This design comes from an exercise in tuning for small area, a short achievable clock period and few clock cycles per item on the open sky130 flow, not from production work. At most, simulation tests tie the RTL to the original design; equivalence was not proved. Power figures rest on the tool's default switching activity, not on a simulated workload.

== north ==
## vpu_int_pipe
module vpu_int_pipe #(
  parameter int LANES = 8,
  parameter int LW    = 16,
  parameter int RW    = 32
) (
  input  logic                clk,
  input  logic                rst,
  input  logic                flush,
  input  logic                in_valid,
  output logic                in_ready,
  input  logic [3:0]          op,
  input  logic [LANES*LW-1:0] vs1,
  input  logic [LANES*LW-1:0] vs2,
  input  logic [LANES-1:0]    mask,
  output logic                out_valid,
  input  logic                out_ready,
  output logic [LANES*LW-1:0] vd,
  output logic [RW-1:0]       rd
);
  localparam int SW   = $clog2(LW);
  localparam int SUMW = LW + $clog2(LANES);   
  localparam int NP   = LANES / 2;            
  localparam logic [3:0] OP_ADD  = 4'd0;
  localparam logic [3:0] OP_SUB  = 4'd1;
  localparam logic [3:0] OP_AND  = 4'd2;
  localparam logic [3:0] OP_OR   = 4'd3;
  localparam logic [3:0] OP_XOR  = 4'd4;
  localparam logic [3:0] OP_MAX  = 4'd5;
  localparam logic [3:0] OP_MIN  = 4'd6;
  localparam logic [3:0] OP_SLL  = 4'd7;
  localparam logic [3:0] OP_SRL  = 4'd8;
  localparam logic [3:0] OP_SRA  = 4'd9;
  localparam logic [3:0] OP_CGE  = 4'd10;
  localparam logic [3:0] OP_CLT  = 4'd11;
  localparam logic [3:0] OP_CEQ  = 4'd12;
  localparam logic [3:0] OP_CNE  = 4'd13;
  localparam logic [3:0] OP_RSUM = 4'd14;
  localparam logic [3:0] OP_RMAX = 4'd15;
  function automatic logic [1:0] sge_eq(input logic [LW-1:0] x, input logic [LW-1:0] y);
    logic [LW-1:0] gt, eq;
    gt = x & ~y;
    eq = ~(x ^ y);
    gt[LW-1] = ~x[LW-1] & y[LW-1];
    for (int k = 1; k < LW; k = k * 2)
      for (int i = 0; i < LW; i = i + 2 * k) begin
        gt[i] = gt[i + k] | (eq[i + k] & gt[i]);
        eq[i] = eq[i + k] & eq[i];
      end
    sge_eq = {gt[0] | eq[0], eq[0]};
  endfunction
  function automatic logic sge(input logic [LW-1:0] x, input logic [LW-1:0] y);
    logic [LW-1:0] gt, eq;
    gt = x & ~y;
    eq = ~(x ^ y);
    gt[LW-1] = ~x[LW-1] & y[LW-1];
  ...
Size in the first run: about 5600 cells after synthesis, roughly 430 flip-flops, roughly 440 I/O pins.
==> flow/config.mk <==
export PLATFORM = sky130hd
export DESIGN_NAME = vpu_int_pipe
export DESIGN_NICKNAME = vpu_int_pipe
export VERILOG_FILES = /design/flow/design.v
export SDC_FILE = /design/flow/constraint.sdc
export NUM_CORES = 4
export LEC_CHECK = 0
export CAP_MARGIN = 20
export CORE_AREA = 2.3 2.72 330.7 329.2
export CTS_BUF_LIST = sky130_fd_sc_hd__clkbuf_8
export DIE_AREA = 0 0 333.0 333.0
export SETUP_SLACK_MARGIN = 3.0
export SLEW_MARGIN = 20
export TNS_END_PERCENT = 5
==> flow/constraint.sdc <==
create_clock -name core_clock -period 6.0 [get_ports {clk}]
set_input_delay 1.2000 -clock core_clock [delete_from_list [all_inputs] [get_ports {clk}]]
set_output_delay 1.2000 -clock core_clock [all_outputs]
set_load 0.01 [all_outputs]
run.sh (not shown) runs the stock make flow with config.mk's settings and CLKGATE_MAP_FILE= SYNTH_SCRIPT=/design/flow/synth_recipe.tcl, a recipe that flattens the netlist after the stock synthesis.
Testbench counts of north, summed over its fixed seeds: cycles 16,016, items 16,000.
Edits applied to the flow inputs when going from north to south:
- SETUP_SLACK_MARGIN now 2.5, was 3.0
- CORE_AREA now 2.3 2.72 357.88 356.32, was 2.3 2.72 330.7 329.2
- DIE_AREA now 0 0 360.11 360.11, was 0 0 333.0 333.0
[summary]
north did not stop at any stage, and its layout met the timing, design-rule and antenna checks. south finished all stages; the layout is clean. south vs. north: cell area after placement rose by about 0.33%, post-route cell area fell by about 4%, first-pass GRT wire length fell by about 1.9%, synthesized cell count stayed essentially flat. Compared to north, south has non-clock buffer count 17% lower. Total power divided by cell area was lower in south than in north. Number of rows in the core area: south higher than north. north has a higher layout overhead on the synthesized area than south.

========
== job 4544 ==
Another version of the RTL of vpu_int_pipe (not shown whole).
For scale: roughly 5400 cells after synthesis, roughly 420 flip-flops, about 50000 um^2 of cells after synthesis.
clock: 6.0 ns
lec_check: 0
cap_margin: 20
core_area: 2.3 2.72 357.88 356.32
cts_buf_list: sky130_fd_sc_hd__clkbuf_8
die_area: 0 0 360.11 360.11
setup_slack_margin: 2.0
slew_margin: 20
tns_end_percent: 5
Testbench counts of job 4544, summed over its fixed seeds: cycles 16,016, items 16,000.
Setup changes, job 4544 to job 4137
Settings: SETUP_SLACK_MARGIN now 2.5, was 2.0.
--- outcome ---
Of the two candidates, job 4544 has the worse time the final worst path needs with I/O delays and setup and job 4137 the better one. Job 4137 vs. job 4544: met1 track demand over resource went up by 0.26 points. Diff job 4137 and job 4544: count of non-filler cells in the finished layout lower in job 4544. Compared with job 4544, job 4137 shows a higher post-CTS setup buffer count. Global placer's final weighted congestion in job 4137 vs job 4544: down 0.019. Between job 4544 and job 4137, the flow reports fmax increasing by a few percent. Detailed-route via count (higher): job 4137. Job 4137 — worst setup slack 0.26 ns higher, job 4544 as reference. Job 4137 vs job 4544, HPWL reported at the end of detailed placement went up by 1.2%. Going from job 4544 to job 4137, the pre-CTS setup slack was found to have gone down by 0.20 ns. Job 4137 and job 4544 ended up with roughly the same clock power.
Input-level comparison between job 1083 and job 4137:
Settings: DIE_AREA changed from 0 0 360.11 360.11 to 0 0 333.0 333.0; CORE_AREA changed from 2.3 2.72 357.88 356.32 to 2.3 2.72 330.7 329.2.
==> results.txt <==
- Non-clock buffer count was higher in job 1083 than in job 4137.
- Diff job 1083..job 4137 | final area | negligible
- Job 1083: relative contribution of the clock network to total power higher than job 4137
- Die area went down by more than 10% going from job 4137 to job 1083.
- Relative to job 4137, post-route clock period utilization has decreased by 1.3 points in job 1083.
- Comparing job 1083 with job 4137, the sequential share of layout area came out essentially unchanged.
- The antenna cell count of job 1083 falls short of that of job 4137 by 6.
- Sort job 1083 and job 4137 by placeable core region, descending, and job 4137 comes first.
- Routed wire in job 1083 totals less than in job 4137.
- Job 1083 finished every stage and its layout cleared the timing, design-rule and antenna checks.
- Maximum frequency from static timing analysis was higher in job 1083 than in job 4137.
- Width of the die (job 1083 / job 4137): 0.925

========
Another version of the RTL of vpu_int_pipe (not shown whole).
Size: roughly 420 flip-flops, ~51000 um^2 of cells after synthesis.
// vpu_int_pipe
module vpu_int_pipe #(
  parameter int LANES = 8,
  parameter int LW    = 16,
  parameter int RW    = 32
) (
  input  logic                clk,
  input  logic                rst,
  input  logic                flush,
  input  logic                in_valid,
  output logic                in_ready,
  input  logic [3:0]          op,
  input  logic [LANES*LW-1:0] vs1,
  input  logic [LANES*LW-1:0] vs2,
  input  logic [LANES-1:0]    mask,
  output logic                out_valid,
  input  logic                out_ready,
  output logic [LANES*LW-1:0] vd,
  output logic [RW-1:0]       rd
);
clock: 6.0 ns
lec_check: 0
cap_margin: 20
core_margin: 2
core_utilization: 40
slew_margin: 20
Edit:
SETUP_SLACK_MARGIN = 2.0   (was not set)
TNS_END_PERCENT = 5   (was not set)
After rerunning: The new run passed the timing, design-rule and antenna checks; worst setup slack improved by 930 ps; non-clock buffer count came out higher by 35; via count hardly moves; core utilization came out higher by 0.79 points; synthesized area does not change; total power came out higher by 0.75%; first-iteration DRC count came out higher by 6.2%; maximum frequency came out higher by 22%; routed wire length came out lower by 2.9%; clock-buffer cell count came out lower by 8; clock skew came out higher by 18 ps.
No functional check of the RTL was part of any run of this note.

========
RTL: one of the versions met above, not the one the previous note started from.
Size in the first run: ~430 flip-flops, roughly 0.050 mm^2 of cells after synthesis.
clock: 6.0 ns
lec_check: 0
cap_margin: 20
core_area: 2.3 2.72 330.7 329.2
cts_buf_list: sky130_fd_sc_hd__clkbuf_8
die_area: 0 0 333.0 333.0
setup_slack_margin: 2.5
slew_margin: 20
tns_end_percent: 20
Testbench counts at the start, summed over its fixed seeds: cycles 16,016, items 16,000.
==> next run, changes <==
--- a/flow/config.mk
+++ b/flow/config.mk
@@ -12,3 +12,3 @@
 export SETUP_SLACK_MARGIN = 2.5
 export SLEW_MARGIN = 20
-export TNS_END_PERCENT = 20
+export TNS_END_PERCENT = 5
The changed run passed the timing, design-rule and antenna checks.
Die area stays the same.
Power goes down by 1.7%.
Clock skew hardly moves.
Wire length goes down by 1.4%.
Final cell count goes down by 1.3%.
==> next run, changes <==
--- a/flow/config.mk
+++ b/flow/config.mk
@@ -7,7 +7,6 @@
 export LEC_CHECK = 0
 export CAP_MARGIN = 20
-export CORE_AREA = 2.3 2.72 330.7 329.2
-export CTS_BUF_LIST = sky130_fd_sc_hd__clkbuf_8
-export DIE_AREA = 0 0 333.0 333.0
+export CORE_MARGIN = 2
+export CORE_UTILIZATION = 40
 export SETUP_SLACK_MARGIN = 2.5
 export SLEW_MARGIN = 20
=>
- final area climbs by 1.8%
- routed wire length climbs by 0.73%
- via count drops by 0.93%
- sequential power barely changes
- first-iteration DRC count drops by 9.8%

## port drivers added, routing unchanged
No port has a modelled driver above. Below, the same layouts with a new extraction and two added sets of constraints. Step 1 sets driving cells, clkbuf_16 on the clock port and buf_2 on the other inputs (assumed; they add their load-dependent delay and slew). Step 2 times the ports against the registers' clock, not the clock port: input delays grow and output delays shrink by t, the midpoint of the rising clock arrivals with the driver on. Three values: ideal, step 1, step 2; two values: the first two.
run | t, ns | setup WS [ns] | worst setup path at the end | latest minus earliest clock arrival (ns)
north | 0.829 | 2.340 / 2.384 / 1.556 | input to register | 0.057 / 0.057
south | 0.873 | 2.075 / 2.118 / 1.245 | input to register | 0.054 / 0.054
job 4544 | 0.873 | 1.647 / 1.647 / 1.225 | input to register | 0.069 / 0.069
job 4137 | 0.881 | 1.912 / 1.912 / 1.203 | input to register | 0.080 / 0.080
job 1083 | 0.816 | 1.987 / 1.987 / 1.314 | input to register | 0.060 / 0.060
the first run of note 3 | 0.752 | 0.806 / 0.858 / 0.107 | input to register | 0.043 / 0.043
the second run of note 3 | 0.758 | 1.732 / 1.783 / 1.025 | input to register | 0.061 / 0.061
the first run of note 4 | 0.824 | 2.180 / 2.225 / 1.401 | input to register | 0.060 / 0.061
the second run of note 4 | 0.813 | 2.176 / 2.212 / 1.399 | input to register | 0.059 / 0.058
the third run of note 4 | 0.770 | 2.241 / 2.294 / 1.524 | input to register | 0.041 / 0.041
After both steps setup and hold are still met in every run listed. The setup slack of south, which loses most, moves by +0.043 ns with the drivers and by -0.830 ns with both steps.
